This is an optimization exercise on Yosys and OpenROAD, whose aim is small area, a short achievable clock period and few clock cycles per item, not a production implementation.
No functional check of the RTL was part of any run shown here.
Power is estimated from default activity; no workload was simulated.

**design/flow/design.v**
```verilog
`timescale 1ns / 1ps
package fsa_pkg;
   localparam int STEP_LEN_WIDTH   = 25;
   localparam int STEP_LIM_WIDTH   = 8;
   localparam int REM_WIDTH        = 24;
   localparam int DROP_TIME_WIDTH  = 48;
   localparam int COUNT_WIDTH      = 32;
   localparam int ELAPSED_WIDTH    = 32;
   localparam int BLEND_WIDTH      = 17;
   localparam int CSR_INDEX_WIDTH  = 4;
   localparam int CSR_DATA_WIDTH   = 25;
   localparam logic [STEP_LEN_WIDTH-1:0] STEP_LENGTH_MIN   = 25'd65536;
   localparam logic [STEP_LEN_WIDTH-1:0] STEP_LENGTH_MAX   = 25'd16777216;
   localparam logic [STEP_LEN_WIDTH-1:0] STEP_LENGTH_RESET = 25'd279620;
   localparam logic [STEP_LIM_WIDTH-1:0] STEP_LIMIT_RESET  = 8'd5;
   localparam logic [CSR_INDEX_WIDTH-1:0] REG_STEP_LENGTH = 4'd0;
   localparam logic [CSR_INDEX_WIDTH-1:0] REG_STEP_LIMIT  = 4'd1;
endpackage
`timescale 1ns / 1ps
module fsa_bk_add #(
   parameter int N = 32
) (
   input  logic [N-1:0] a,
   input  logic [N-1:0] b,
   input  logic         cin,
   output logic [N-1:0] s,
   output logic         cout
);
   logic [N-1:0] p;
   logic [N-1:0] gg;
   logic [N-1:0] pp;
   always_comb begin
      p  = a ^ b;
      gg = a & b;
      pp = p;
      gg[0] = gg[0] | (p[0] & cin);
      for (int k = 0; (1 << k) < N; k++) begin
         for (int i = (2 << k) - 1; i < N; i += (2 << k)) begin
            gg[i] = gg[i] | (pp[i] & gg[i - (1 << k)]);
            pp[i] = pp[i] & pp[i - (1 << k)];
         end
      end
      for (int k = 5; k >= 0; k--) begin
         for (int i = 3 * (1 << k) - 1; i < N; i += (2 << k)) begin
            gg[i] = gg[i] | (pp[i] & gg[i - (1 << k)]);
         end
      end
      s[0] = p[0] ^ cin;
      for (int i = 1; i < N; i++) begin
         s[i] = p[i] ^ gg[i - 1];
      end
      cout = gg[N - 1];
   end
endmodule
`timescale 1ns / 1ps
import fsa_pkg::*;
module fixed_step_accumulator (
   input  logic                                 clock,
   input  logic                                 reset,
   input  logic                                 req_valid,
   output logic                                 req_ready,
   input  logic                                 req_operation,
   input  logic signed [fsa_pkg::ELAPSED_WIDTH-1:0] req_elapsed,
   output logic                                 rsp_valid,
   input  logic                                 rsp_ready,
   output logic [fsa_pkg::STEP_LIM_WIDTH-1:0]   rsp_step_count,
   output logic                                 rsp_dropped,
   output logic [fsa_pkg::BLEND_WIDTH-1:0]      rsp_blend_fraction,
   output logic [fsa_pkg::COUNT_WIDTH-1:0]      rsp_drop_count,
   output logic [fsa_pkg::DROP_TIME_WIDTH-1:0]  rsp_dropped_time,
   output logic [fsa_pkg::COUNT_WIDTH-1:0]      rsp_total_steps,
   input  logic                                 csr_valid,
   output logic                                 csr_ready,
   input  logic [fsa_pkg::CSR_INDEX_WIDTH-1:0]  csr_index,
   input  logic [fsa_pkg::CSR_DATA_WIDTH-1:0]   csr_data
);
   localparam int J    = 1;
   localparam int BPC  = 2 * J;                      
   localparam int NFC  = 16 / BPC;                   
   localparam int NIC  = (8 + BPC - 1) / BPC;        
   localparam int MW   = NIC * BPC;                  
   localparam int QW   = MW;                         
   localparam int CW   = 3;
   localparam logic [2:0] ST_IDLE = 3'd0;
   localparam logic [2:0] ST_INT  = 3'd1;
   localparam logic [2:0] ST_FRAC = 3'd2;
   localparam logic [2:0] ST_CLR  = 3'd3;
   localparam logic [2:0] ST_DROP = 3'd4;
   logic [STEP_LEN_WIDTH-1:0] step_ff;
   logic [STEP_LIM_WIDTH-1:0] limit_ff;
   logic [25:0]               step3_ff;      
   logic [STEP_LEN_WIDTH-1:0] csr_len;
   logic [STEP_LIM_WIDTH-1:0] csr_lim;
   logic [REM_WIDTH-1:0]       rem_ff;
   logic [DROP_TIME_WIDTH-1:0] disc_ff;
   logic [COUNT_WIDTH-1:0]     drops_ff;
   logic [COUNT_WIDTH-1:0]     total_ff;
   logic        buf_ff;
   logic        bop_ff;
   logic [30:0] bel_ff;
   logic [2:0]    st_ff;
   logic [CW-1:0] cnt_ff;
   logic          first_ff;
   logic [31:0]   rw_ff;       
   logic [QW-1:0] qs_ff;       
   logic          tight_ff;
   logic          int_ff;      
   logic          dc_ff;       
   logic                      rsp_valid_ff;
   logic [STEP_LIM_WIDTH-1:0] out_steps_ff;
   logic                      out_drop_ff;
   logic [15:0]               out_blend_ff;    
   always_comb begin
      csr_len = csr_data[STEP_LEN_WIDTH-1:0];
      if (csr_len < STEP_LENGTH_MIN) begin
         csr_len = STEP_LENGTH_MIN;
      end else if (csr_len > STEP_LENGTH_MAX) begin
         csr_len = STEP_LENGTH_MAX;
      end
      csr_lim = csr_data[STEP_LIM_WIDTH-1:0];
      if (csr_lim == '0) begin
         csr_lim = 8'd1;
      end
   end
   assign csr_ready = 1'b1;
   logic [2:0] nbc;
   always_comb begin
      int bl;
      bl = 1;
      for (int b = 0; b < 8; b++) begin
         if (limit_ff[b]) bl = b + 1;
      end
      nbc = 3'((bl + BPC - 1) / BPC);
   end
   logic [31:0]   r_s [0:J];
   logic [1:0]    dig [0:J-1];
   logic          t_s [0:J];
   logic          clamp;
   assign clamp  = int_ff;
   logic [1:0] lsh_dig [0:J-1];
   always_comb begin
      logic [MW-1:0] lw;
      lw = MW'(limit_ff);
      for (int i = 0; i < J; i++) begin
         lsh_dig[i] = 2'd0;
         for (int c = 0; c < NIC; c++) begin
            if (cnt_ff == CW'(c)) begin
               lsh_dig[i] = lw[c*BPC + 2*i +: 2];
            end
         end
      end
   end
   assign r_s[0] = rw_ff;
   assign t_s[0] = tight_ff;
   for (genvar i = 0; i < J; i++) begin : g_step
      logic [31:0] t;
      logic [32:0] d1, d2, d3;
      logic        f1, f2, f3;
      logic [1:0]  m;
      logic        ct;
      logic        s1, s2, s3;
      assign t  = {r_s[i][29:0], qs_ff[QW-1-2*i -: 2]};
      fsa_bk_add #(.N(32)) u_d1 (
         .a(t), .b(~{7'd0, step_ff}), .cin(1'b1), .s(d1[31:0]), .cout(f1)
      );
      fsa_bk_add #(.N(32)) u_d2 (
         .a(t), .b(~{6'd0, step_ff, 1'b0}), .cin(1'b1), .s(d2[31:0]), .cout(f2)
      );
      fsa_bk_add #(.N(32)) u_d3 (
         .a(t), .b(~{6'd0, step3_ff}), .cin(1'b1), .s(d3[31:0]), .cout(f3)
      );
      assign d1[32] = 1'b0;
      assign d2[32] = 1'b0;
      assign d3[32] = 1'b0;
      assign m  = lsh_dig[J-1-i];
      assign ct = clamp && t_s[i];
      assign s3 = f3 && (!ct || (m == 2'd3));
      assign s2 = f2 && !s3 && (!ct || m[1]);
      assign s1 = f1 && !s3 && !s2 && (!ct || (m != 2'd0));
      assign r_s[i+1] = s3 ? d3[31:0] : s2 ? d2[31:0] : s1 ? d1[31:0] : t;
      assign dig[i]   = {s3 || s2, s3 || s1};
      assign t_s[i+1] = t_s[i] && ((m == 2'd0) || (m == 2'd1 && f1) ||
                                   (m == 2'd2 && f2) || (m == 2'd3 && f3));
   end
   logic [BPC-1:0] digs;
   always_comb begin
      for (int i = 0; i < J; i++) begin
         digs[BPC-1-2*i -: 2] = dig[i];
      end
   end
   logic [QW-1:0] qs_nx;
   logic [15:0]   bl_nx;
   assign qs_nx = {qs_ff[QW-1-BPC:0], digs};
   assign bl_nx = {out_blend_ff[15-BPC:0], digs};
   logic adv;
   logic fin;
   logic emit;
   logic start;
   logic drop;
   logic dchk;
   logic int_last;
   logic frac_last;
   logic drop_last;
   assign adv       = !(rsp_valid_ff && !rsp_ready);
   assign int_last  = (st_ff == ST_INT) && (cnt_ff == '0);
   assign frac_last = (st_ff == ST_FRAC) && (cnt_ff == '0);
   assign drop_last = (st_ff == ST_DROP) && (cnt_ff == '0);
   assign dchk      = (st_ff == ST_FRAC) && first_ff;
   logic [31:0] dcmp_s;
   logic        rw_ge_s;
   fsa_bk_add #(.N(32)) u_dcmp (
      .a(rw_ff), .b(~{7'd0, step_ff}), .cin(1'b1), .s(dcmp_s), .cout(rw_ge_s)
   );
   assign drop      = tight_ff && rw_ge_s;
   assign fin       = (st_ff == ST_CLR) || frac_last || drop_last;
   assign emit      = fin && adv;
   assign start     = buf_ff && ((st_ff == ST_IDLE) || emit);
   assign req_ready = !buf_ff;
   logic [31:0] a_sum;
   assign a_sum = 32'(rem_ff) + 32'(bel_ff);
   logic [31:0]   rw_ld;
   logic [QW-1:0] qs_ld;
   always_comb begin
      rw_ld  = a_sum;
      qs_ld  = '0;
      for (int c = 1; c <= NIC; c++) begin
         if (nbc == 3'(c)) begin
            rw_ld  = a_sum >> (c * BPC);
            qs_ld  = QW'(a_sum) << (QW - c * BPC);
         end
      end
   end
   always_ff @(posedge clock) begin
      if (reset) begin
         step_ff  <= STEP_LENGTH_RESET;
         limit_ff <= STEP_LIMIT_RESET;
      end else if (csr_valid) begin
         if (csr_index == REG_STEP_LENGTH) begin
            step_ff <= csr_len;
         end
         if (csr_index == REG_STEP_LIMIT) begin
            limit_ff <= csr_lim;
         end
      end
   end
   logic [25:0] step3;
   logic        step3_co;
   fsa_bk_add #(.N(26)) u_step3 (
      .a({1'b0, step_ff}), .b({step_ff, 1'b0}), .cin(1'b0), .s(step3), .cout(step3_co)
   );
   always_ff @(posedge clock) begin
      step3_ff <= step3;
   end
   always_ff @(posedge clock) begin
      if (reset) begin
         buf_ff <= 1'b0;
      end else if (req_valid && !buf_ff) begin
         buf_ff <= 1'b1;
         bop_ff <= req_operation;
         bel_ff <= req_elapsed[31] ? 31'd0 : req_elapsed[30:0];
      end else if (start) begin
         buf_ff <= 1'b0;
      end
   end
   logic [16:0] dpart;
   logic [15:0] lpart;
   assign lpart = dchk ? rw_ff[15:0] : (cnt_ff == CW'(1)) ? rw_ff[31:16] : 16'd0;
   fsa_bk_add #(.N(16)) u_dpart (
      .a(disc_ff[15:0]), .b(lpart), .cin(dc_ff && !dchk),
      .s(dpart[15:0]), .cout(dpart[16])
   );
   logic [COUNT_WIDTH-1:0] tsum;
   logic                   tsum_co;
   fsa_bk_add #(.N(COUNT_WIDTH)) u_tsum (
      .a(total_ff), .b({24'd0, out_steps_ff}), .cin(1'b0), .s(tsum), .cout(tsum_co)
   );
   always_ff @(posedge clock) begin
      if (reset) begin
         st_ff  <= ST_IDLE;
         int_ff <= 1'b0;
      end else if (start) begin
         st_ff    <= bop_ff ? ST_CLR : ST_INT;
         int_ff   <= !bop_ff;
         cnt_ff   <= CW'(nbc - 3'd1);
         rw_ff    <= rw_ld;
         qs_ff    <= qs_ld;
         tight_ff <= 1'b1;
      end else if (adv) begin
         unique case (st_ff)
            ST_INT: begin
               rw_ff    <= r_s[J];
               qs_ff    <= qs_nx;
               tight_ff <= t_s[J];
               cnt_ff   <= cnt_ff - 1'b1;
               first_ff <= 1'b1;
               if (cnt_ff == '0) begin
                  st_ff  <= ST_FRAC;
                  int_ff <= 1'b0;
                  qs_ff  <= '0;
                  cnt_ff <= CW'(NFC - 1);
               end
            end
            ST_FRAC: begin
               first_ff <= 1'b0;
               if (dchk && drop) begin
                  st_ff  <= ST_DROP;
                  cnt_ff <= CW'(1);
                  dc_ff  <= dpart[16];
               end else begin
                  rw_ff  <= r_s[J];
                  cnt_ff <= cnt_ff - 1'b1;
                  if (cnt_ff == '0) begin
                     st_ff <= ST_IDLE;
                  end
               end
            end
            ST_DROP: begin
               dc_ff  <= dpart[16];
               cnt_ff <= cnt_ff - 1'b1;
               if (cnt_ff == '0) begin
                  st_ff <= ST_IDLE;
               end
            end
            ST_CLR: begin
               st_ff <= ST_IDLE;
            end
            default: begin
               st_ff <= ST_IDLE;
            end
         endcase
      end
   end
   always_ff @(posedge clock) begin
      if (reset) begin
         rem_ff       <= '0;
         disc_ff      <= '0;
         drops_ff     <= '0;
         total_ff     <= '0;
         rsp_valid_ff <= 1'b0;
      end else begin
         if (start && bop_ff) begin
            rem_ff <= '0;
         end
         if (adv && int_last) begin
            out_steps_ff <= 8'(qs_nx);
         end
         if (adv && (st_ff == ST_FRAC)) begin
            out_blend_ff <= bl_nx;
         end
         if (adv && dchk) begin
            rem_ff <= drop ? '0 : rw_ff[REM_WIDTH-1:0];
         end
         if (adv && ((dchk && drop) || (st_ff == ST_DROP))) begin
            if (drop_last && dpart[16]) begin
               disc_ff <= '1;
            end else begin
               disc_ff <= {dpart[15:0], disc_ff[DROP_TIME_WIDTH-1:16]};
            end
         end
         if (emit) begin
            rsp_valid_ff <= 1'b1;
            if (st_ff == ST_CLR) begin
               out_steps_ff <= '0;
               out_drop_ff  <= 1'b0;
               out_blend_ff <= '0;
               disc_ff      <= '0;
               drops_ff     <= '0;
            end else begin
               total_ff <= tsum;
               if (st_ff == ST_DROP) begin
                  out_drop_ff  <= 1'b1;
                  out_blend_ff <= '0;
                  if (drops_ff != '1) begin
                     drops_ff <= drops_ff + 1'b1;
                  end
               end else begin
                  out_drop_ff  <= 1'b0;
               end
            end
         end else if (rsp_ready) begin
            rsp_valid_ff <= 1'b0;
         end
      end
   end
   assign rsp_valid          = rsp_valid_ff;
   assign rsp_step_count     = out_steps_ff;
   assign rsp_dropped        = out_drop_ff;
   assign rsp_blend_fraction = {1'b0, out_blend_ff};
   assign rsp_drop_count     = drops_ff;
   assign rsp_dropped_time   = disc_ff;
   assign rsp_total_steps    = total_ff;
endmodule
```
**design/flow/flow/run.sh**
```bash
#!/bin/bash
set -euo pipefail
bash standard.sh SETUP_SLACK_MARGIN=6 finish > standard_make.log 2>&1
```
**design/flow/standard.sh**
```bash
#!/bin/bash
# synth_recipe.tcl (not shown) runs the flow's synth.tcl, then flattens the netlist and writes it again
# the make line also repeats each setting of config.mk as NAME=value (left out here)
make -C /OpenROAD-flow-scripts/flow DESIGN_CONFIG=/design/flow/config.mk WORK_HOME=/design/flow/orfs CLKGATE_MAP_FILE= SYNTH_SCRIPT=/design/flow/synth_recipe.tcl "${@:-finish}"
```
**design/flow/config.mk**
```make
export PLATFORM = sky130hd
export DESIGN_NAME = fixed_step_accumulator
export DESIGN_NICKNAME = fixed_step_accumulator
export VERILOG_FILES = /design/flow/design.v
export SDC_FILE = /design/flow/constraint.sdc
export NUM_CORES = 4
export LEC_CHECK = 0
export CAP_MARGIN = 20
export CORE_MARGIN = 2
export CORE_UTILIZATION = 40
export SLEW_MARGIN = 20
```
**design/flow/constraint.sdc**
```tcl
create_clock -name core_clock -period 10.0 [get_ports {clock}]
set_input_delay 2.0000 -clock core_clock [delete_from_list [all_inputs] [get_ports {clock}]]
set_output_delay 2.0000 -clock core_clock [all_outputs]
set_load 0.01 [all_outputs]
```
==> impl_metrics.env, run 1 <==
export IMPL_ant_nets=0
export IMPL_fin_crit_ns=4.06
export IMPL_final_period_utilization_pct=40.6
export IMPL_drt_initial_drc_count=1504
export IMPL_setup_ws_ns=5.94
export IMPL_routed_wl_um=69400
export IMPL_peakVddDrop_v=0.000103
export IMPL_drv_cap=0
export IMPL_clk_latency_ns=0.57
export IMPL_die_h_um=235
export IMPL_synth_seq_cells=304
export IMPL_wl_per_cell_um=20.8
export IMPL_dr_pass1_iters=6
export IMPL_finalPower_w=0.00425
export IMPL_place_port_buffers=205
export IMPL_end_kind="register"
export IMPL_layout_nets=2941
export IMPL_drive_above_1_share_pct=13.5
export IMPL_cp_endpoint="disc_ff[3]"
export IMPL_htree_levels=2
export IMPL_rsz0062_at_grt="true"
export IMPL_r2r_start="st_ff[1]"
export IMPL_synth_async_reset_ratio_pct=0
export IMPL_cts_tree="done"
export IMPL_r2r_end="disc_ff[3]"
export IMPL_grt_pass1_wl_um=105000
export IMPL_synth_top_area_cell="dfxtp_1"
export IMPL_synth_most_common_cell="nand2_1"
export IMPL_hold_violations=0
export IMPL_syn_inst=2371
export IMPL_grt_overflow_total=0
export IMPL_start_util_pct=40.5
export IMPL_core_area_um2=52600
export IMPL_die_w_um=235
export IMPL_cts_hold_fix_buffers=0
export IMPL_criticalPathCategory="register to register"
export IMPL_power_density_nw_per_um2=157
export IMPL_hpwlAfterDp_um=50200
export IMPL_min_path_type="register to register"
export IMPL_cp_slowest_stage_delay_ns=0.37
export IMPL_grt_use_total_pct=24.4
export IMPL_skew_ns=0.0211
export IMPL_vias=19300
export IMPL_cp_max_fo=8
export IMPL_fmax_mhz=246
export IMPL_cts_root_buf="clkbuf_16"
export IMPL_multi_input_area_um2=14400
export IMPL_dp_slack_ns=3.75
export IMPL_relSlewSlack_pct=41.5
export IMPL_setup_viol=0
export IMPL_seqCellArea_um2=7150
export IMPL_synth_edff_count=103
export IMPL_cts_sinks=304
export IMPL_clk_path_buf_depth=3
export IMPL_final_cells=3331
export IMPL_antenna_found_initial=2
export IMPL_drc_errors=0
export IMPL_syn_to_final_growth_pct=26.9
export IMPL_final_area_um2=27000
export IMPL_yosys_warnings=8
export IMPL_start_kind="register"
export IMPL_ys_top_cells_by_count="259 x nand2_1, 204 x nor2_1, 201 x dfxtp_1, 199 x ha_1, 195 x a21oi_1"
export IMPL_outcome="finished clean"
export IMPL_synth_area_leaders="dfxtp_1 19%, edfxtp_1 15%, ha_1 12%, fa_1 6.0%, a21oi_1 4.6%"
export IMPL_rows=84
export IMPL_timing_setup_tns_ns=0
export IMPL_cp_slowest_cell="dfxtp_4"
export IMPL_power_leakage_nw=10.8
export IMPL_ff2ff_setup_slack_ns=5.94
export IMPL_via_per_inst=5.78
export IMPL_grt_pass1_vias=18500
export IMPL_yosysSeqAreaShare_pct=33.5
export IMPL_path_cells="and2b_2 > nor2b_4 > and2_4 > nor3b_4 > buf_6 > a22o_4 > ha_4 > or2_1 > a21oi_2 > a21oi_2 > o41ai_2 > nor2_1 > a211oi_2 > o21ai_2 > a41oi_4 > clkbuf_16 > nand2_8 > o221a_4"
export IMPL_reg2reg_depth=18
export IMPL_clkSlewWorstSetupHoldPaths_ns=0.06
export IMPL_drv_slew=0
export IMPL_required_ns=10.45
export IMPL_worst_pin_slew_ns=0.875
export IMPL_synth_distinct_cells=93
export IMPL_fillCellCount=4833
export IMPL_dpl_instance_area_um2=24000
export IMPL_cts_buffers=37
export IMPL_syn_num_nets=2701
export IMPL_synthFlopType="dfxtp_1"
export IMPL_dieArea_um2=55000
export IMPL_place_gp_congestion=0.923
export IMPL_grt_max_degree=55
export IMPL_crit_start="st_ff[1]"
export IMPL_synth_top_cell_area_share_pct=18.9
export IMPL_pin_count=208
export IMPL_arrival_ns=4.51
export IMPL_cp_common_cell="a21oi_2"
export IMPL_synth_area_um2=21300
export IMPL_dp_cells=3177
export IMPL_avgSynthCellArea_um2=8.97
[where the power goes]
part | internal [W] | switching, W | total (W)
Sequential | 0.00140 | 0.000135 | 0.00153
Clock | 0.000786 | 0.000573 | 0.00136
Combinational | 0.000593 | 0.000764 | 0.00136
[worst min-delay path by stage]
stage | startpoint | to | slack, ns | depth (start not counted)
6_report | step_ff[0] | step3_ff[0] | 0.45 | 0
5_1_grt | step_ff[0] | step3_ff[0] | 0.45 | 0
4_1_cts | total_ff[0] | total_ff[0] | 0.48 | 2
3_5_place_dp | total_ff[0] | total_ff[0] | 0.47 | 2
3_3_place_gp | total_ff[0] | total_ff[0] | 0.46 | 2
2_1_floorplan | step_ff[0] | step3_ff[0] | 0.39 | 0
[layer usage]
| metal | vias to the layer above | track usage [%] | share of wire, % |
|---|---|---|---|
| met2 | 736 | 40.8 | 47 |
| li1 | 9117 | - | - |
| met5 | - | 0 | 0 |
| met1 | 9250 | 31.2 | 41 |
| met4 | 0 | 9.94 | 4.2 |
| met3 | 159 | 4.11 | 7.3 |
[timing repair]
item / 4_1_cts / 5_1_grt
setup endpoints to repair: 215 / 168
cloned: 5 / 9
setup buffers: 32 / 37
gates resized for setup: 80 / 118
pin swaps: 16 / 56
[critical path: cells and delay by family, from the launching register on]
kind	cells	cell delay (ns)
AOI/OAI and AO/OA	8	1.60
and+or+nand+nor	7	1.33
buffers and inverters	2	0.43
DFF	1	0.37
adders and majority gates	1	0.20
[per-stage QoR]
stage | hold slack (ns) | utilization (%)
2_1_floorplan | 0.394 | -
3_3_place_gp | 0.463 | 45.6
3_5_place_dp | 0.475 | 45.6
4_1_cts | 0.484 | 49.2
5_1_grt | 0.449 | 51.3
6_report | 0.447 | 51.4
[registers in the layout, indices dropped and copies added, names as in the netlist, 3 cells and up]
register / count
rw_ff: 32
drops_ff: 32
rem_ff: 24
disc_ff: 48
limit_ff: 8
cnt_ff: 3
out_blend_ff: 16
bel_ff: 31
st_ff: 3
total_ff: 32
step3_ff: 26
step_ff: 25
qs_ff: 8
out_steps_ff: 8
[cells by family after synthesis]
logic type | synth area share, %
flip-flops | 33.5
XOR/XNOR | 5.46
AO/OA/AOI/OAI | 21.8
adder cells (fa/ha/maj) | 17.8
AND/OR/NAND/NOR | 16.1
buffers and inverters | 4.27
multiplexers | 0.995
other | 0.0353
[cell type report]
| class | count | share of cell area, % |
|---|---|---|
| clock buffer | 54 | 4.01 |
| clock inverter | 14 | 0.454 |
| multi-input combinational | 1845 | 53.2 |
| sequential | 304 | 26.5 |
| antenna | 3 | 0.0278 |
| inverter | 123 | 1.71 |
| timing repair buffer | 300 | 10.9 |
| tap | 688 | 3.19 |
[cell usage in the layout (no fill, tap or decap), drive strengths merged, types with 37 or more instances in the layout]
master	instances
o221a	37
xnor2	55
a21oi	199
fa	64
o21ai	137
dfxtp	201
clkbuf	58
nor2	206
clkdlybuf4s50	202
edfxtp	103
a21o	52
ha	199
inv	128
nand3	44
nand2	267
nor2b	50
buf	92
xor2	75
a22oi	38
==> inputs of run 2 (changes only) <==
--- a/design/flow/design.v
+++ b/design/flow/design.v
@@ -265,7 +265,7 @@
    logic [16:0] dpart;
    logic [15:0] lpart;
-   assign lpart = dchk ? rw_ff[15:0] : (cnt_ff == CW'(1)) ? rw_ff[31:16] : 16'd0;
+   assign lpart = (cnt_ff == CW'(2)) ? rw_ff[15:0] : (cnt_ff == CW'(1)) ? rw_ff[31:16] : 16'd0;
    fsa_bk_add #(.N(16)) u_dpart (
-      .a(disc_ff[15:0]), .b(lpart), .cin(dc_ff && !dchk),
+      .a(disc_ff[15:0]), .b(lpart), .cin(dc_ff && (cnt_ff != CW'(2))),
       .s(dpart[15:0]), .cout(dpart[16])
    );
@@ -305,6 +305,5 @@
                if (dchk && drop) begin
                   st_ff  <= ST_DROP;
-                  cnt_ff <= CW'(1);
-                  dc_ff  <= dpart[16];
+                  cnt_ff <= CW'(2);
                end else begin
                   rw_ff  <= r_s[J];
@@ -349,7 +348,8 @@
          end
          if (adv && dchk) begin
-            rem_ff <= drop ? '0 : rw_ff[REM_WIDTH-1:0];
+            rem_ff <= rw_ff[REM_WIDTH-1:0];
          end
-         if (adv && ((dchk && drop) || (st_ff == ST_DROP))) begin
+         if (adv && (st_ff == ST_DROP)) begin
+            rem_ff <= '0;
             if (drop_last && dpart[16]) begin
                disc_ff <= '1;
==> run 2 against run 1 <==
Routed wire length rose by 2.6%; area after synthesis rose by 0.80%; critical path type unchanged; largest power group unchanged; register-to-register slack improved by 0.09 ns; largest cell class unchanged; cell area fell by 1.4%; clock power rose by 3%; critical path depth fell by 2; global-route usage rose by 0.24 points; die area rose by 0.79%; sequential share of layout area rose by 0.41 points; setup slack improved by 0.092 ns.
==> impl_metrics.env, run 2 <==
export IMPL_synth_area_leaders="dfxtp_1 19%, edfxtp_1 14%, ha_1 12%, fa_1 6.0%, a21oi_1 4.9%"
export IMPL_syn_to_final_growth_pct=24.1
export IMPL_fin_crit_ns=3.97
export IMPL_grt_pass1_vias=18200
export IMPL_cp_slowest_cell="edfxtp_1"
export IMPL_final_cell_mix="235 x nand2_1, 202 x clkdlybuf4s50_1, 198 x a21oi_1"
export IMPL_start_kind="register"
export IMPL_syn_inst=2413
export IMPL_synth_area_um2=21400
export IMPL_rows=84
export IMPL_drv_cap=0
export IMPL_hpwlAfterDp_um=51800
export IMPL_peakVddDrop_v=0.000117
export IMPL_grt_max_degree=79
export IMPL_yosys_warnings=8
export IMPL_dieArea_um2=55400
export IMPL_place_port_buffers=205
export IMPL_cts_tree="done"
export IMPL_rsz0062_at_grt="true"
export IMPL_synth_distinct_cells=92
export IMPL_criticalPathCategory="register to register"
export IMPL_vias=19500
export IMPL_cp_max_fo=4
export IMPL_grt_overflow_total=0
export IMPL_final_core_util_pct=50.4
export IMPL_end_kind="register"
export IMPL_relSlewSlack_pct=36.3
export IMPL_regMostFlops="disc_ff"
export IMPL_power_leakage_nw=10.6
export IMPL_arrival_ns=4.29
export IMPL_die_h_um=235
export IMPL_core_area_um2=52800
export IMPL_cts_root_buf="clkbuf_16"
export IMPL_start_util_pct=40.6
export IMPL_cts_hold_fix_buffers=0
export IMPL_reg2reg_depth=16
export IMPL_avgSynthCellArea_um2=8.88
export IMPL_ant_nets=0
export IMPL_synth_seq_cells=304
export IMPL_die_w_um=235
export IMPL_min_path_type="register to register"
export IMPL_setup_viol=0
export IMPL_setup_ws_ns=6.03
export IMPL_grt_pass1_wl_um=107000
export IMPL_dr_pass1_iters=8
export IMPL_drc_errors=0
export IMPL_cts_buffers=37
export IMPL_timing_setup_tns_ns=0
export IMPL_via_per_inst=5.81
export IMPL_cp_common_cell="ha_1"
export IMPL_cp_slowest_stage_delay_ns=0.52
export IMPL_final_period_utilization_pct=39.7
export IMPL_synthFlopType="dfxtp_1"
export IMPL_synth_async_reset_ratio_pct=0
export IMPL_fmax_mhz=252
export IMPL_synth_top_cell_area_share_pct=18.8
export IMPL_ys_top_cells_by_count="239 x nand2_1, 209 x a21oi_1, 205 x nor2_1, 201 x dfxtp_1, 199 x ha_1"
export IMPL_skew_ns=0.0212
export IMPL_drv_slew=0
export IMPL_dp_slack_ns=4.60
export IMPL_hold_violations=0
export IMPL_largest_register_ffs=48
export IMPL_clk_latency_ns=0.57
export IMPL_mostFrequentLayoutCell="nand2_1"
export IMPL_required_ns=10.31
export IMPL_clk_path_buf_depth=3
export IMPL_synth_top_area_cell="dfxtp_1"
export IMPL_wl_per_cell_um=21.2
export IMPL_place_gp_congestion=0.942
export IMPL_cts_sinks=304
export IMPL_htree_levels=2
export IMPL_synth_most_common_cell="nand2_1"
export IMPL_worst_pin_slew_ns=0.956
export IMPL_dpl_instance_area_um2=24100
export IMPL_finalPower_w=0.00416
export IMPL_synth_edff_count=103
export IMPL_grt_use_total_pct=24.6
export IMPL_drive_above_1_share_pct=12.4
export IMPL_power_density_nw_per_um2=156
export IMPL_final_area_um2=26600
export IMPL_outcome="finished clean"
export IMPL_syn_num_nets=2743
export IMPL_path_cells="ha_1 > a21oi_2 > nand2_1 > o211ai_1 > nand3_2 > a311oi_4 > nand2b_4 > o21a_1 > o21bai_1 > a21o_1 > nor2_1 > ha_1 > a41o_1 > o22ai_2 > xnor2_1 > a32o_1"
export IMPL_drt_initial_drc_count=1711
export IMPL_antenna_found_initial=2
export IMPL_clkSlewWorstSetupHoldPaths_ns=0.06
export IMPL_yosysSeqAreaShare_pct=33.2
export IMPL_holdPathStages=0
export IMPL_layout_nets=2968
export IMPL_routed_wl_um=71200
export IMPL_pin_count=208
## run 2: changes by cell type after synthesis, moves of 14 or more
cell and delta:
nand3_1 +15, a21oi_1 +14, o22ai_1 +16, clkbuf_1 +25, buf_2 -17, nand2_1 -20
nor3_1 +20
## run 2: cell families after synthesis
group	share of synthesized area [%]
compound gates	21.9
xor+xnor	5.27
fa+ha+maj	17.6
buf+inv	4.54
flops	33.2
mux	0.806
other cells	0.0350
simple gates	16.6
## run 2: metrics by stage
step | hold WS, ns | std cells
floorplan | 0.399 | 2413
CTS | 0.469 | 3315
finish | 0.454 | 3355
global placement | 0.463 | 3205
global route | 0.463 | 3355
detailed placement | 0.477 | 3205
## run 2: worst max-delay path, delay by kind of cell (launching register included)
family / cells / cell delay [ns]
AOI/OAI and AO/OA: 9 / 1.87
and+or+nand+nor: 4 / 0.62
adders and majority gates: 2 / 0.54
DFF: 1 / 0.52
xor gates and xnor gates: 1 / 0.18
## run 2: worst paths after layout
check / start / endpoint / slack [ns]
worst max-delay path: rw_ff[3] / rw_ff[31] / 6.03
worst min-delay path: step_ff[0] / step3_ff[0] / 0.45
worst max register to register: rw_ff[3] / rw_ff[31] / 6.03
worst min register to register: step_ff[0] / step3_ff[0] / 0.45
## run 2: what timing repair did
item	CTS	global route
endpoints found under the setup margin	194	167
pin swaps	15	19
cloned	5	4
resized for setup	68	70
setup buffers	38	35
## run 2: final cells by class
class	instances	area [um^2]
Antenna cell	1	2.50
Clock buffer	50	1090
Clock inverter	17	174
Fill cell	4917	26200
Inverter	124	469
Multi-Input combinational cell	1865	13900
Sequential cell	304	7150
Tap cell	688	861
Timing Repair Buffer	306	2910
## run 2: metal layers
layer	part of all wire [%]	track usage, %
met1	43	32.8
met2	46	39.8
met3	6.6	4.34
met4	3.6	9.57
met5	0.022	0
## run 2: report_power, final
| part | total [W] | internal (W) | switching, W |
|---|---|---|---|
| Clock | 0.00140 | 0.000823 | 0.000572 |
| Combinational | 0.00128 | 0.000546 | 0.000733 |
| Sequential | 0.00148 | 0.00138 | 0.000104 |
==> inputs of run 3 (changes only) <==
--- a/design/flow/design.v
+++ b/design/flow/design.v
@@ -96,7 +96,4 @@
    logic [COUNT_WIDTH-1:0]     drops_ff;
    logic [COUNT_WIDTH-1:0]     total_ff;
-   logic        buf_ff;
-   logic        bop_ff;
-   logic [30:0] bel_ff;
    logic [2:0]    st_ff;
    logic [CW-1:0] cnt_ff;
@@ -197,4 +194,5 @@
    logic emit;
    logic start;
+   logic req_clear;
    logic drop;
    logic dchk;
@@ -215,8 +213,11 @@
    assign fin       = (st_ff == ST_CLR) || frac_last || drop_last;
    assign emit      = fin && adv;
-   assign start     = buf_ff && ((st_ff == ST_IDLE) || emit);
-   assign req_ready = !buf_ff;
+   assign req_ready = (st_ff == ST_IDLE) || (fin && !rsp_valid_ff);
+   assign start     = req_valid && req_ready;
+   assign req_clear = req_operation;
+   logic [31:0] a_add;
    logic [31:0] a_sum;
-   assign a_sum = 32'(rem_ff) + 32'(bel_ff);
+   assign a_add = 32'(rem_ff) + {1'b0, req_elapsed[30:0]};
+   assign a_sum = req_elapsed[31] ? 32'(rem_ff) : a_add;
    logic [31:0]   rw_ld;
    logic [QW-1:0] qs_ld;
@@ -252,15 +253,4 @@
       step3_ff <= step3;
    end
-   always_ff @(posedge clock) begin
-      if (reset) begin
-         buf_ff <= 1'b0;
-      end else if (req_valid && !buf_ff) begin
-         buf_ff <= 1'b1;
-         bop_ff <= req_operation;
-         bel_ff <= req_elapsed[31] ? 31'd0 : req_elapsed[30:0];
-      end else if (start) begin
-         buf_ff <= 1'b0;
-      end
-   end
    logic [16:0] dpart;
    logic [15:0] lpart;
@@ -280,6 +270,6 @@
          int_ff <= 1'b0;
       end else if (start) begin
-         st_ff    <= bop_ff ? ST_CLR : ST_INT;
-         int_ff   <= !bop_ff;
+         st_ff    <= req_clear ? ST_CLR : ST_INT;
+         int_ff   <= !req_clear;
          cnt_ff   <= CW'(nbc - 3'd1);
          rw_ff    <= rw_ld;
@@ -338,5 +328,5 @@
          rsp_valid_ff <= 1'b0;
       end else begin
-         if (start && bop_ff) begin
+         if (start && req_clear) begin
             rem_ff <= '0;
          end
==> run 3 against run 2 <==
Still clean on timing, DRC and antenna; worst hold slack got worse by 0.014 ns; clock power is 12% lower; sequential power is 3% lower; core utilization increased by 1.0 points; final cell count increased by 0.80%; combinational power increased by 51%; critical path type is now primary input to register; critical endpoint is now rw_ff[26]; largest cell class unchanged.
==> impl_metrics.env, run 3 <==
export IMPL_clk_latency_ns=0.57
export IMPL_grt_pass1_vias=18500
export IMPL_drv_cap=0
export IMPL_rows=83
export IMPL_hpwlAfterDp_um=50700
export IMPL_via_per_inst=5.71
export IMPL_r2r_end="rw_ff[23]"
export IMPL_dr_pass1_iters=6
export IMPL_start_util_pct=40.2
export IMPL_avgSynthCellArea_um2=8.48
export IMPL_min_path_type="register to register"
export IMPL_relSlewSlack_pct=41.9
export IMPL_outcome="finished clean"
export IMPL_layout_nets=3008
export IMPL_fin_crit_ns=4.37
export IMPL_vias=19300
export IMPL_grt_max_degree=77
export IMPL_hold_violations=0
export IMPL_finalPower_w=0.00459
export IMPL_synth_area_um2=20600
export IMPL_synth_top_family_by_area="compound AO/OA/AOI/OAI gates"
export IMPL_core_area_um2=51100
export IMPL_multi_input_area_um2=14500
export IMPL_fmax_mhz=229
export IMPL_regMostFlops="disc_ff"
export IMPL_syn_inst=2424
export IMPL_synth_top_cell_area_share_pct=19.5
export IMPL_rsz0062_at_grt="true"
export IMPL_synth_seq_cells=271
export IMPL_ys_top_cells_by_count="255 x nand2_1, 253 x nor2_1, 200 x dfxtp_1, 199 x ha_1, 193 x a21oi_1"
export IMPL_final_cell_mix="250 x nand2_1, 244 x nor2_1, 186 x dfxtp_1"
export IMPL_cp_max_fo=5
export IMPL_fillCellCount=4772
export IMPL_largest_register_ffs=48
export IMPL_synth_distinct_cells=92
export IMPL_timing_setup_tns_ns=0
export IMPL_start_kind="primary input"
export IMPL_drt_initial_drc_count=1478
export IMPL_drive_above_1_share_pct=14.8
export IMPL_drv_slew=0
export IMPL_criticalPathCategory="primary input to register"
export IMPL_clkSlewWorstSetupHoldPaths_ns=0.07
export IMPL_synth_async_reset_ratio_pct=0
export IMPL_end_kind="register"
export IMPL_grt_use_total_pct=25.8
export IMPL_synth_top_area_cell="dfxtp_1"
export IMPL_synth_area_leaders="dfxtp_1 19%, ha_1 12%, edfxtp_1 10%, fa_1 6.2%, a21oi_1 4.7%"
export IMPL_mostFrequentLayoutCell="nand2_1"
export IMPL_antenna_found_initial=1
export IMPL_r2r_start="step_ff[1]"
export IMPL_wl_per_cell_um=20.8
export IMPL_arrival_ns=4.69
export IMPL_clk_path_buf_depth=3
export IMPL_synthAdderAreaFrac_pct=18.4
export IMPL_drc_errors=0
export IMPL_reg2reg_depth=18
export IMPL_synth_compound_area_share_pct=22.2
export IMPL_routed_wl_um=70400
export IMPL_seqCellArea_um2=6160
export IMPL_synthXorXnorAreaFrac_pct=5.45
export IMPL_die_h_um=231
export IMPL_grt_overflow_total=0
export IMPL_place_gp_congestion=0.962
export IMPL_required_ns=10.32
export IMPL_whs_ns=0.440
export IMPL_cp_endpoint="rw_ff[26]"
export IMPL_place_port_buffers=205
export IMPL_muxShareOfSynthArea_pct=2.54
export IMPL_worst_pin_slew_ns=0.872
export IMPL_final_period_utilization_pct=43.7
export IMPL_setup_viol=0
export IMPL_yosysSeqAreaShare_pct=29.8
export IMPL_ff2ff_setup_slack_ns=5.98
export IMPL_synth_edff_count=71
export IMPL_cts_tree="done"
export IMPL_dieArea_um2=53200
export IMPL_pin_count=208
export IMPL_synthFlopType="dfxtp_1"
export IMPL_power_density_nw_per_um2=175
export IMPL_grt_pass1_wl_um=108000
export IMPL_die_w_um=231
export IMPL_htree_levels=2
export IMPL_synth_most_common_cell="nand2_1"
export IMPL_crit_start="req_elapsed[0]"
export IMPL_syn_to_final_growth_pct=27.8
export IMPL_skew_ns=0.0312
export IMPL_peakVddDrop_v=0.000108
export IMPL_synth_simple_area_share_pct=16.6
export IMPL_cts_sinks=271
export IMPL_cts_buffers=34
export IMPL_yosys_warnings=8
export IMPL_power_leakage_nw=10.8
export IMPL_syn_num_nets=2754
export IMPL_cts_root_buf="clkbuf_16"
export IMPL_ant_nets=0
==> run 3: cell count changes after synthesis, sizes merged, moves of 14 or more <==
cell | previous run | this run
nor2 | 205 | 254
o21ai | 122 | 170
o221a | 35 | 1
nor2b | 51 | 18
edfxtp | 103 | 71
mux2i | 9 | 41
clkbuf | 106 | 87
nand2 | 239 | 255
a21oi | 210 | 195
a31oi | 12 | 26
buf | 19 | 33
==> run 3: repair_timing <==
| action | in CTS | in global routing |
|---|---|---|
| endpoints found under the setup margin | 163 | 136 |
| buffers inserted | 72 | 31 |
| gates resized for setup | 186 | 101 |
| pin swaps | 66 | 62 |
| hold buffers | 0 | 0 |
| gates cloned | 0 | 2 |
==> run 3: critical path, stage by stage <==
cell and delay (ns):
buf_6 0.10, ha_4 0.15, fa_2 0.34, a21o_1 0.19, a22o_1 0.22, o31ai_4 0.36, o21bai_4 0.13, a211oi_4 0.33
buf_4 0.18, nor3_2 0.05, xnor2_2 0.23, buf_4 0.16, o21ai_1 0.05, o21ai_1 0.12, o21ai_1 0.09
==> run 3: cell families (layout without fill, tap and decap cells) <==
kind of cell | count (synthesis) | count (layout)
simple gates | 752 | 752
compound gates | 705 | 705
flops | 271 | 271
fa+ha+maj | 264 | 264
buf+inv | 252 | 529
xor+xnor | 128 | 128
mux | 50 | 50
other cells | 2 | 3
==> run 3: cell type report <==
type	count	area share, %
sequential	271	23.4
multi-input combinational	1901	55.2
clock buffer	42	3.63
clock inverter	17	0.590
antenna	1	0.00952
inverter	132	1.88
timing repair buffer	338	12.0
tap	680	3.24
==> run 3: how the worst min path moves through the flow <==
stage	from	endpoint	slack [ns]	cells after the start
2_1_floorplan	step_ff[0]	step3_ff[0]	0.40	0
3_3_place_gp	total_ff[30]	total_ff[30]	0.46	2
3_5_place_dp	total_ff[30]	total_ff[30]	0.47	2
4_1_cts	total_ff[30]	total_ff[30]	0.48	2
5_1_grt	step_ff[0]	step3_ff[0]	0.43	0
6_report	step_ff[0]	step3_ff[0]	0.44	0
==> run 3: stage by stage <==
| step | worst slack [ns] | cells | cell area (um^2) | util (%) |
|---|---|---|---|---|
| after floorplan | 5.41 | 2424 | 20600 | - |
| after global placement | 4.53 | 3215 | 23200 | 45.5 |
| after detailed placement | 4.50 | 3215 | 23200 | 45.5 |
| after CTS | 5.60 | 3346 | 25600 | 50.0 |
| after global routing | 5.53 | 3382 | 26300 | 51.5 |
| final | 5.63 | 3382 | 26300 | 51.5 |
==> run 3: power by group <==
part	leakage (nW)	internal [W]	switching, W
sequential	2.30	0.00126	0.000165
clock	0.540	0.000713	0.000521
combinational	7.93	0.000825	0.00111
total	10.8	0.00280	0.00179
==> run 3: routing by layer <==
layer / GRT usage, % / up-vias / wire length (um)
li1: - / 9229 / -
met1: 32.8 / 9296 / 29600
met2: 43.4 / 612 / 33700
met3: 3.52 / 158 / 3950
met4: 11.7 / 0 / 3210
met5: 0 / - / 0
==> inputs of run 4 (changes only) <==
--- a/design/flow/design.v
+++ b/design/flow/design.v
@@ -215,9 +215,7 @@
    assign req_ready = (st_ff == ST_IDLE) || (fin && !rsp_valid_ff);
    assign start     = req_valid && req_ready;
-   assign req_clear = req_operation;
-   logic [31:0] a_add;
+   assign req_clear    = req_operation;
    logic [31:0] a_sum;
-   assign a_add = 32'(rem_ff) + {1'b0, req_elapsed[30:0]};
-   assign a_sum = req_elapsed[31] ? 32'(rem_ff) : a_add;
+   assign a_sum = 32'(rem_ff) + (req_elapsed[31] ? 32'd0 : {1'b0, req_elapsed[30:0]});
    logic [31:0]   rw_ld;
    logic [QW-1:0] qs_ld;
@@ -255,7 +253,7 @@
    logic [16:0] dpart;
    logic [15:0] lpart;
-   assign lpart = (cnt_ff == CW'(2)) ? rw_ff[15:0] : (cnt_ff == CW'(1)) ? rw_ff[31:16] : 16'd0;
+   assign lpart = dchk ? rw_ff[15:0] : (cnt_ff == CW'(1)) ? rw_ff[31:16] : 16'd0;
    fsa_bk_add #(.N(16)) u_dpart (
-      .a(disc_ff[15:0]), .b(lpart), .cin(dc_ff && (cnt_ff != CW'(2))),
+      .a(disc_ff[15:0]), .b(lpart), .cin(dc_ff && !dchk),
       .s(dpart[15:0]), .cout(dpart[16])
    );
@@ -295,5 +293,6 @@
                if (dchk && drop) begin
                   st_ff  <= ST_DROP;
-                  cnt_ff <= CW'(2);
+                  cnt_ff <= CW'(1);
+                  dc_ff  <= dpart[16];
                end else begin
                   rw_ff  <= r_s[J];
@@ -338,8 +337,7 @@
          end
          if (adv && dchk) begin
-            rem_ff <= rw_ff[REM_WIDTH-1:0];
+            rem_ff <= drop ? '0 : rw_ff[REM_WIDTH-1:0];
          end
-         if (adv && (st_ff == ST_DROP)) begin
-            rem_ff <= '0;
+         if (adv && ((dchk && drop) || (st_ff == ST_DROP))) begin
             if (drop_last && dpart[16]) begin
                disc_ff <= '1;
==> run 4 against run 3 <==
Via count down 2.0%; flip-flop and latch count unchanged; global-route usage down 0.34 points; still clean on timing, DRC and antenna; highest routed layer is now met5; routed wire length down 2.2%; sequential power down 8%; area after synthesis down 2.2%; die area down 2.1%; clock power up 3%; cell area up 1.1%.
==> impl_metrics.env, run 4 <==
export IMPL_outcome="finished clean"
export IMPL_yosys_warnings=8
export IMPL_cts_sinks=271
export IMPL_place_gp_congestion=0.942
export IMPL_criticalPathCategory="primary input to register"
export IMPL_cp_max_fo=7
export IMPL_seqCellArea_um2=6150
export IMPL_pin_count=208
export IMPL_multi_input_area_um2=14600
export IMPL_synth_seq_cells=271
export IMPL_syn_to_final_growth_pct=32.1
export IMPL_min_path_type="register to register"
export IMPL_end_kind="register"
export IMPL_clkSlewWorstSetupHoldPaths_ns=0.06
export IMPL_dr_pass1_iters=5
export IMPL_grt_busiest_layer="met2"
export IMPL_worst_pin_slew_ns=1.01
export IMPL_antenna_cells=0
export IMPL_rows=82
export IMPL_cts_tree="done"
export IMPL_grt_use_total_pct=25.4
export IMPL_routed_wl_um=68800
export IMPL_synth_most_common_cell="nand2_1"
export IMPL_synth_edff_count=71
export IMPL_required_ns=10.40
export IMPL_largest_register_ffs=48
export IMPL_skew_ns=0.0254
export IMPL_synthAdderAreaFrac_pct=18.7
export IMPL_peakVddDrop_v=0.000112
export IMPL_setup_ws_ns=5.57
export IMPL_hpwlAfterDp_um=49100
export IMPL_place_port_buffers=205
export IMPL_ant_nets=0
export IMPL_fillCellCount=4610
export IMPL_synth_distinct_cells=98
export IMPL_final_cell_mix="246 x nand2_1, 194 x nor2_1, 192 x dfxtp_1"
export IMPL_dp_slack_ns=4.19
export IMPL_grt_util_met2_pct=43.4
export IMPL_fin_crit_ns=4.43
export IMPL_synth_compound_area_share_pct=23.5
export IMPL_rsz0062_at_grt="true"
export IMPL_grt_pass1_wl_um=106000
export IMPL_dieArea_um2=52100
export IMPL_synth_simple_area_share_pct=16.2
export IMPL_timing_setup_tns_ns=0
export IMPL_arrival_ns=4.83
export IMPL_setup_viol=0
export IMPL_cts_buffers=35
export IMPL_antenna_found_initial=1
export IMPL_synth_top_area_cell="dfxtp_1"
export IMPL_muxShareOfSynthArea_pct=0.815
export IMPL_vias=18900
export IMPL_grt_overflow_total=0
export IMPL_synth_area_leaders="dfxtp_1 20%, ha_1 12%, edfxtp_1 11%, fa_1 6.4%, a21oi_1 5.1%"
export IMPL_gr_usage_met3_pct=3.59
export IMPL_synth_top_cell_area_share_pct=19.9
export IMPL_avgSynthCellArea_um2=8.68
export IMPL_synthFlopType="dfxtp_1"
export IMPL_relSlewSlack_pct=32.6
export IMPL_via_per_inst=5.73
export IMPL_drt_initial_drc_count=1523
export IMPL_final_period_utilization_pct=44.3
export IMPL_grt_max_degree=52
export IMPL_layout_nets=2935
export IMPL_yosysSeqAreaShare_pct=30.5
export IMPL_start_util_pct=40.4
export IMPL_hold_violations=0
export IMPL_syn_num_nets=2649
export IMPL_drv_slew=0
export IMPL_mostFrequentLayoutCell="nand2_1"
export IMPL_htree_levels=2
export IMPL_start_kind="primary input"
export IMPL_drc_errors=0
export IMPL_synth_area_um2=20100
export IMPL_wl_per_cell_um=20.8
export IMPL_die_w_um=228
export IMPL_cts_root_buf="clkbuf_16"
export IMPL_power_leakage_nw=10.8
export IMPL_clk_latency_ns=0.57
export IMPL_clk_path_buf_depth=3
export IMPL_synthXorXnorAreaFrac_pct=5.31
export IMPL_core_area_um2=49900
export IMPL_syn_inst=2319
export IMPL_drive_above_1_share_pct=17.6
export IMPL_regMostFlops="disc_ff"
export IMPL_fmax_mhz=226
export IMPL_die_h_um=228
export IMPL_grt_use_met1_pct=32.4
export IMPL_synth_top_family_by_area="compound AO/OA/AOI/OAI gates"
export IMPL_synth_async_reset_ratio_pct=0
export IMPL_ys_top_cells_by_count="251 x nand2_1, 204 x a21oi_1, 204 x nor2_1, 200 x dfxtp_1, 199 x ha_1"
export IMPL_drv_cap=0
export IMPL_grt_pass1_vias=18400
export IMPL_power_density_nw_per_um2=139
[run 4: kinds of logic after synthesis]
family	after synthesis
other cells	2
simple gates	708
flops	271
mux	16
buf+inv	240
xor+xnor	122
fa+ha+maj	263
compound gates	697
[run 4: where the power goes]
| part | switching (W) | internal [W] |
|---|---|---|
| registers | 0.000101 | 0.00121 |
| logic | 0.000629 | 0.000478 |
| clock network | 0.000532 | 0.000740 |
[run 4: critical path, cell delays in order]
cell	delay, ns
buf_8	0.08
buf_12	0.12
nor2b_4	0.04
ha_4	0.15
fa_2	0.34
a21o_1	0.22
a311oi_4	0.30
buf_4	0.19
nor3_4	0.06
nor3b_4	0.30
o21ai_2	0.11
xor2_2	0.24
nand2_1	0.08
a311oi_1	0.29
o21ai_1	0.11
o221ai_1	0.19
[run 4: area by class of cell]
| cell class | instances | area share, % |
|---|---|---|
| multi-input combinational | 1812 | 55.0 |
| sequential | 271 | 23.1 |
| timing repair buffer | 357 | 12.5 |
| clock buffer | 44 | 3.46 |
| tap | 672 | 3.16 |
| inverter | 128 | 1.82 |
| clock inverter | 20 | 0.848 |
[run 4: through the flow]
step                      total power, W  utilization [%]  hold WS, ns  area [um^2]  std cells
after global routing             0.00386             53.3        0.505        26600       3304
after global placement           0.00226             45.8        0.462        22800       3106
after floorplan                  0.00193                -        0.399        20300       2319
final                            0.00369             53.3        0.475        26600       3304
after detailed placement         0.00228             45.8        0.466        22900       3106
after CTS                        0.00366             51.7        0.476        25800       3258
[run 4: routing by layer]
| metal | wire length (um) | vias to the layer above |
|---|---|---|
| met5 | 12 | - |
| met1 | 29300 | 9205 |
| met4 | 2680 | 2 |
| met2 | 33100 | 599 |
| met3 | 3660 | 145 |
| li1 | - | 8965 |
[run 4: final timing paths]
check | from | endpoint | slack (ns) | cells past startpoint
setup / recovery | req_elapsed[31] | rw_ff[18] | 5.57 | 16
hold / removal | total_ff[30] | total_ff[30] | 0.47 | 2
setup reg to reg | rw_ff[11] | rw_ff[15] | 5.83 | 12
hold reg to reg | total_ff[30] | total_ff[30] | 0.47 | 2
[run 4: what timing repair did]
action                     CTS  global route
gates resized for setup    258            99
setup buffers               85            44
setup endpoints to repair  129           147
hold buffers                 0             0
cloned                       3             2
pin swaps                  105            96
==> inputs of run 5 (changes only) <==
--- a/design/flow/design.v
+++ b/design/flow/design.v
@@ -96,4 +96,7 @@
    logic [COUNT_WIDTH-1:0]     drops_ff;
    logic [COUNT_WIDTH-1:0]     total_ff;
+   logic        buf_ff;
+   logic        bop_ff;
+   logic [30:0] bel_ff;
    logic [2:0]    st_ff;
    logic [CW-1:0] cnt_ff;
@@ -102,5 +105,4 @@
    logic [QW-1:0] qs_ff;       
    logic          tight_ff;
-   logic          int_ff;      
    logic          dc_ff;       
    logic                      rsp_valid_ff;
@@ -134,5 +136,5 @@
    logic          t_s [0:J];
    logic          clamp;
-   assign clamp  = int_ff;
+   assign clamp  = (st_ff == ST_INT);
    logic [1:0] lsh_dig [0:J-1];
    always_comb begin
@@ -151,32 +153,41 @@
    assign t_s[0] = tight_ff;
    for (genvar i = 0; i < J; i++) begin : g_step
-      logic [31:0] t;
-      logic [32:0] d1, d2, d3;
+      logic [26:0] tn;
+      logic [4:0]  th;
+      logic        wide;
+      logic [26:0] n1, n2, n3;
       logic        f1, f2, f3;
+      logic        g1, g2, g3;
       logic [1:0]  m;
       logic        ct;
       logic        s1, s2, s3;
-      assign t  = {r_s[i][29:0], qs_ff[QW-1-2*i -: 2]};
-      fsa_bk_add #(.N(32)) u_d1 (
-         .a(t), .b(~{7'd0, step_ff}), .cin(1'b1), .s(d1[31:0]), .cout(f1)
+      logic [26:0] rn;
+      logic        bm;
+      assign tn   = {r_s[i][24:0], clamp ? qs_ff[QW-1-2*i -: 2] : 2'b00};
+      assign th   = r_s[i][29:25];
+      assign wide = |r_s[i][31:25];
+      fsa_bk_add #(.N(27)) u_n1 (
+         .a(tn), .b(~{2'd0, step_ff}), .cin(1'b1), .s(n1), .cout(f1)
       );
-      fsa_bk_add #(.N(32)) u_d2 (
-         .a(t), .b(~{6'd0, step_ff, 1'b0}), .cin(1'b1), .s(d2[31:0]), .cout(f2)
+      fsa_bk_add #(.N(27)) u_n2 (
+         .a(tn), .b(~{1'd0, step_ff, 1'b0}), .cin(1'b1), .s(n2), .cout(f2)
       );
-      fsa_bk_add #(.N(32)) u_d3 (
-         .a(t), .b(~{6'd0, step3_ff}), .cin(1'b1), .s(d3[31:0]), .cout(f3)
+      fsa_bk_add #(.N(27)) u_n3 (
+         .a(tn), .b(~{1'd0, step3_ff}), .cin(1'b1), .s(n3), .cout(f3)
       );
-      assign d1[32] = 1'b0;
-      assign d2[32] = 1'b0;
-      assign d3[32] = 1'b0;
       assign m  = lsh_dig[J-1-i];
       assign ct = clamp && t_s[i];
-      assign s3 = f3 && (!ct || (m == 2'd3));
-      assign s2 = f2 && !s3 && (!ct || m[1]);
-      assign s1 = f1 && !s3 && !s2 && (!ct || (m != 2'd0));
-      assign r_s[i+1] = s3 ? d3[31:0] : s2 ? d2[31:0] : s1 ? d1[31:0] : t;
+      assign g1 = f1 || wide;
+      assign g2 = f2 || wide;
+      assign g3 = f3 || wide;
+      assign s3 = g3 && (!ct || (m == 2'd3));
+      assign s2 = g2 && !s3 && (!ct || m[1]);
+      assign s1 = g1 && !s3 && !s2 && (!ct || (m != 2'd0));
+      assign rn = s3 ? n3 : s2 ? n2 : s1 ? n1 : tn;
+      assign bm = (m == 2'd3) ? !f3 : (m == 2'd2) ? !f2 : (m == 2'd1) ? !f1 : 1'b0;
+      assign r_s[i+1] = {wide ? th - 5'(bm) : 5'd0, rn};
       assign dig[i]   = {s3 || s2, s3 || s1};
-      assign t_s[i+1] = t_s[i] && ((m == 2'd0) || (m == 2'd1 && f1) ||
-                                   (m == 2'd2 && f2) || (m == 2'd3 && f3));
+      assign t_s[i+1] = t_s[i] && ((m == 2'd0) || (m == 2'd1 && g1) ||
+                                   (m == 2'd2 && g2) || (m == 2'd3 && g3));
    end
    logic [BPC-1:0] digs;
@@ -194,5 +205,4 @@
    logic emit;
    logic start;
-   logic req_clear;
    logic drop;
    logic dchk;
@@ -213,9 +223,8 @@
    assign fin       = (st_ff == ST_CLR) || frac_last || drop_last;
    assign emit      = fin && adv;
-   assign req_ready = (st_ff == ST_IDLE) || (fin && !rsp_valid_ff);
-   assign start     = req_valid && req_ready;
-   assign req_clear    = req_operation;
+   assign start     = buf_ff && ((st_ff == ST_IDLE) || emit);
+   assign req_ready = !buf_ff;
    logic [31:0] a_sum;
-   assign a_sum = 32'(rem_ff) + (req_elapsed[31] ? 32'd0 : {1'b0, req_elapsed[30:0]});
+   assign a_sum = 32'(rem_ff) + 32'(bel_ff);
    logic [31:0]   rw_ld;
    logic [QW-1:0] qs_ld;
@@ -251,9 +260,18 @@
       step3_ff <= step3;
    end
+   always_ff @(posedge clock) begin
+      if (reset) begin
+         buf_ff <= 1'b0;
+      end else if (req_valid && !buf_ff) begin
+         buf_ff <= 1'b1;
+         bop_ff <= req_operation;
+         bel_ff <= req_elapsed[31] ? 31'd0 : req_elapsed[30:0];
+      end else if (start) begin
+         buf_ff <= 1'b0;
+      end
+   end
    logic [16:0] dpart;
-   logic [15:0] lpart;
-   assign lpart = dchk ? rw_ff[15:0] : (cnt_ff == CW'(1)) ? rw_ff[31:16] : 16'd0;
    fsa_bk_add #(.N(16)) u_dpart (
-      .a(disc_ff[15:0]), .b(lpart), .cin(dc_ff && !dchk),
+      .a(disc_ff[15:0]), .b(rw_ff[15:0]), .cin(dc_ff && !dchk),
       .s(dpart[15:0]), .cout(dpart[16])
    );
@@ -265,9 +283,7 @@
    always_ff @(posedge clock) begin
       if (reset) begin
-         st_ff  <= ST_IDLE;
-         int_ff <= 1'b0;
+         st_ff <= ST_IDLE;
       end else if (start) begin
-         st_ff    <= req_clear ? ST_CLR : ST_INT;
-         int_ff   <= !req_clear;
+         st_ff    <= bop_ff ? ST_CLR : ST_INT;
          cnt_ff   <= CW'(nbc - 3'd1);
          rw_ff    <= rw_ld;
@@ -284,6 +300,4 @@
                if (cnt_ff == '0) begin
                   st_ff  <= ST_FRAC;
-                  int_ff <= 1'b0;
-                  qs_ff  <= '0;
                   cnt_ff <= CW'(NFC - 1);
                end
@@ -294,4 +308,5 @@
                   st_ff  <= ST_DROP;
                   cnt_ff <= CW'(1);
+                  rw_ff  <= rw_ff >> 16;
                   dc_ff  <= dpart[16];
                end else begin
@@ -304,4 +319,5 @@
             end
             ST_DROP: begin
+               rw_ff  <= rw_ff >> 16;
                dc_ff  <= dpart[16];
                cnt_ff <= cnt_ff - 1'b1;
@@ -327,5 +343,5 @@
          rsp_valid_ff <= 1'b0;
       end else begin
-         if (start && req_clear) begin
+         if (start && bop_ff) begin
             rem_ff <= '0;
          end
==> run 5 against run 4 <==
Maximum frequency is 4.7% lower; largest power group is now clock; die area is 2.8% higher; critical path type is now register to register; setup slack worse by 0.22 ns; core utilization is 1.8 points lower.
==> impl_metrics.env, run 5 <==
export IMPL_reg2reg_depth=23
export IMPL_clk_path_buf_depth=3
export IMPL_worst_pin_slew_ns=1.04
export IMPL_start_util_pct=40.4
export IMPL_largest_register_ffs=48
export IMPL_clk_latency_ns=0.57
export IMPL_rsz0062_at_grt="true"
export IMPL_synth_async_reset_ratio_pct=0
export IMPL_clkSlewWorstSetupHoldPaths_ns=0.06
export IMPL_hpwlAfterDp_um=48300
export IMPL_drc_errors=0
export IMPL_regMostFlops="disc_ff"
export IMPL_cp_slowest_cell="fa_2"
export IMPL_grt_pass1_vias=18100
export IMPL_syn_num_nets=2650
export IMPL_place_port_buffers=205
export IMPL_hold_start="total_ff[0]"
export IMPL_relSlewSlack_pct=30.9
export IMPL_drt_initial_drc_count=1528
export IMPL_setup_viol=0
export IMPL_layout_nets=2906
export IMPL_synth_area_leaders="dfxtp_1 19%, edfxtp_1 15%, ha_1 12%, fa_1 6.2%, nor2_1 4.8%"
export IMPL_via_per_inst=5.73
export IMPL_place_gp_congestion=0.918
export IMPL_synth_area_um2=20700
export IMPL_cp_top_family="compound AO/OA/AOI/OAI gates"
export IMPL_critPathBufInv=3
export IMPL_dieArea_um2=53600
export IMPL_peakVddDrop_v=0.0000989
export IMPL_drv_cap=0
export IMPL_path_cells="nor3b_4 > nand2_2 > buf_4 > ha_4 > fa_2 > nor2b_2 > o31ai_2 > a2bb2oi_2 > a31o_4 > a311o_1 > a41oi_2 > a21oi_2 > a31o_2 > a21o_1 > a21oi_2 > ha_2 > a22oi_2 > buf_6 > buf_12 > nor3_1 > a2111oi_2 > a311oi_1 > a221oi_1"
export IMPL_syn_inst=2324
export IMPL_synth_edff_count=103
export IMPL_whs_ns=0.485
export IMPL_r2r_start="st_ff[1]"
export IMPL_wl_per_cell_um=20.2
export IMPL_die_w_um=232
export IMPL_outcome="finished clean"
export IMPL_routed_wl_um=66500
export IMPL_synthFlopType="dfxtp_1"
export IMPL_yosys_warnings=9
export IMPL_skew_ns=0.0220
export IMPL_min_path_type="register to register"
export IMPL_required_ns=10.37
export IMPL_drive_above_1_share_pct=13.3
export IMPL_cts_tree="done"
export IMPL_cts_buffers=38
export IMPL_yosysSeqAreaShare_pct=34.3
export IMPL_die_h_um=232
export IMPL_ant_nets=0
export IMPL_timing_setup_tns_ns=0
export IMPL_final_cell_mix="254 x nor2_1, 213 x nand2_1, 203 x clkdlybuf4s50_1"
export IMPL_synth_seq_cells=303
export IMPL_cp_max_fo=8
export IMPL_hold_violations=0
export IMPL_cts_sinks=303
export IMPL_antenna_cells=0
export IMPL_end_kind="register"
export IMPL_pin_count=208
export IMPL_hold_end="total_ff[0]"
export IMPL_arrival_ns=5.01
export IMPL_dr_pass1_iters=5
export IMPL_cp_common_cell="a21oi_2"
export IMPL_grt_pass1_wl_um=103000
export IMPL_syn_to_final_growth_pct=27.4
export IMPL_power_density_nw_per_um2=140
export IMPL_cp_slowest_stage_delay_ns=0.40
export IMPL_synth_top_cell_area_share_pct=19.3
export IMPL_cts_hold_fix_buffers=0
export IMPL_power_leakage_nw=10.6
export IMPL_rows=83
export IMPL_htree_levels=2
export IMPL_ys_top_cells_by_count="267 x nor2_1, 219 x nand2_1, 200 x dfxtp_1, 195 x ha_1, 160 x a21oi_1"
export IMPL_synth_distinct_cells=84
export IMPL_ff2ff_setup_slack_ns=5.35
export IMPL_r2r_end="rw_ff[13]"
export IMPL_holdPathStages=2
export IMPL_fmax_mhz=215
export IMPL_grt_overflow_total=0
export IMPL_grt_use_total_pct=24.3
export IMPL_synth_most_common_cell="nor2_1"
export IMPL_grt_max_degree=60
export IMPL_criticalPathCategory="register to register"
export IMPL_core_area_um2=51200
export IMPL_synth_top_area_cell="dfxtp_1"
export IMPL_fin_crit_ns=4.65
export IMPL_mostFrequentLayoutCell="nor2_1"
export IMPL_avgSynthCellArea_um2=8.91
export IMPL_cts_root_buf="clkbuf_16"
export IMPL_drv_slew=0
export IMPL_vias=18800
export IMPL_antenna_found_initial=0
export IMPL_final_period_utilization_pct=46.5
export IMPL_start_kind="register"
## run 5: cell types whose count changed after synthesis, sizes merged, moves of 36 or more
| cell | delta |
|---|---|
| a21oi | -45 |
| nor2 | +61 |
| nor3 | +46 |
| o221a | -36 |
## run 5: report_power, final
| part | switching (W) | internal, W |
|---|---|---|
| clock | 0.000582 | 0.000868 |
| sequential | 0.0000621 | 0.00134 |
| combinational | 0.000477 | 0.000372 |
## run 5: worst min-delay path, cell delays in order (launching register included)
cell and delay [ns]:
dfxtp_1 0.33, nand2_1 0.06, a21oi_1 0.05
## run 5: area by class of cell
type                    instances  area [um^2]
fillers                      4734        24800
well taps                     680          851
multi-input cells            1815        13600
repair buffers                326         3160
inverters                      96          360
flip-flops and latches        303         7120
clock buffers                  51         1080
clock inverters                18          223
## run 5: metrics by stage
step                      total power (W)  setup WS (ns)  util, %  cells  instance area (um^2)
after global routing              0.00385           5.15     51.5   3289                 26400
after detailed placement          0.00216           4.07     46.2   3133                 23700
after global placement            0.00215           4.24     46.2   3133                 23700
after CTS                         0.00368           5.38     50.7   3264                 25900
final                             0.00370           5.35     51.5   3289                 26400
after floorplan                   0.00190           5.68        -   2324                 21000
## run 5: worst max path at each step
stage           endpoint  cells past startpoint  slack, ns     start
2_1_floorplan  rw_ff[15]                     23       5.68  st_ff[1]
3_3_place_gp   rw_ff[15]                     22       4.24  st_ff[0]
3_5_place_dp   rw_ff[15]                     22       4.07  st_ff[0]
4_1_cts        rw_ff[12]                     23       5.38  st_ff[2]
5_1_grt        rw_ff[10]                     21       5.15  st_ff[1]
6_report       rw_ff[13]                     23       5.35  st_ff[1]
## run 5: per-layer routing
layer	up-vias	track usage, %	part of all wire [%]
li1	8900	-	-
met1	9155	33.6	45
met2	660	39.4	46
met3	120	3.16	6.3
met4	0	7.58	2.8
met5	-	0	0
## run 5: what timing repair did
| action | 4_1_cts | 5_1_grt |
|---|---|---|
| setup endpoints to repair | 178 | 132 |
| cloned | 5 | 1 |
| gates resized for setup | 101 | 53 |
| pin swaps | 41 | 29 |
| setup buffers | 57 | 24 |
## run 5: kinds of logic (layout without fill, tap and decap cells)
logic type                 Yosys count  in the layout  share of synthesized area (%)
and+or+nand+nor                    758            758                           16.6
buffers and inverters              206            491                           3.85
muxes                               26             26                           1.26
other                                2              2                         0.0363
xor gates and xnor gates           136            136                           5.75
AOI/OAI and AO/OA                  633            633                           20.2
adders and majority gates          260            260                           18.0
DFF                                303            303                           34.3

-- re-timing with driven ports --
Ports are ideal in the flow. The routed layouts listed here were re-timed in OpenROAD.
Step 1: set_driving_cell puts a clkbuf_16 on clock and a buf_2 on each other input, an assumption about the parent block.
Step 2 adds t to the input delays and takes it off the output delays; t is the mean of the earliest and latest rising clock arrival at the registers after step 1. Input paths then give back, and output paths get back, about the clock's delay inside the block.
Three values: no drivers, after step 1, after step 2; two values: the first two.
run	shift t [ns]	slack for setup (ns)	worst hold slack (ns)	worst setup path after step 2
run 1	0.610	5.938 / 5.938 / 5.569	0.447 / 0.447 / 0.447	input to register
run 2	0.615	6.030 / 6.030 / 5.632	0.454 / 0.454 / 0.454	input to register
run 3	0.613	5.634 / 5.663 / 5.050	0.440 / 0.440 / 0.440	input to register
run 4	0.612	5.571 / 5.580 / 4.968	0.475 / 0.475 / 0.475	input to register
run 5	0.621	5.353 / 5.353 / 5.353	0.485 / 0.485 / 0.485	register to register
After both steps setup and hold are still met in every run listed. The setup slack of run 4, which loses most, moves by +0.009 ns with the drivers and by -0.603 ns with both steps.
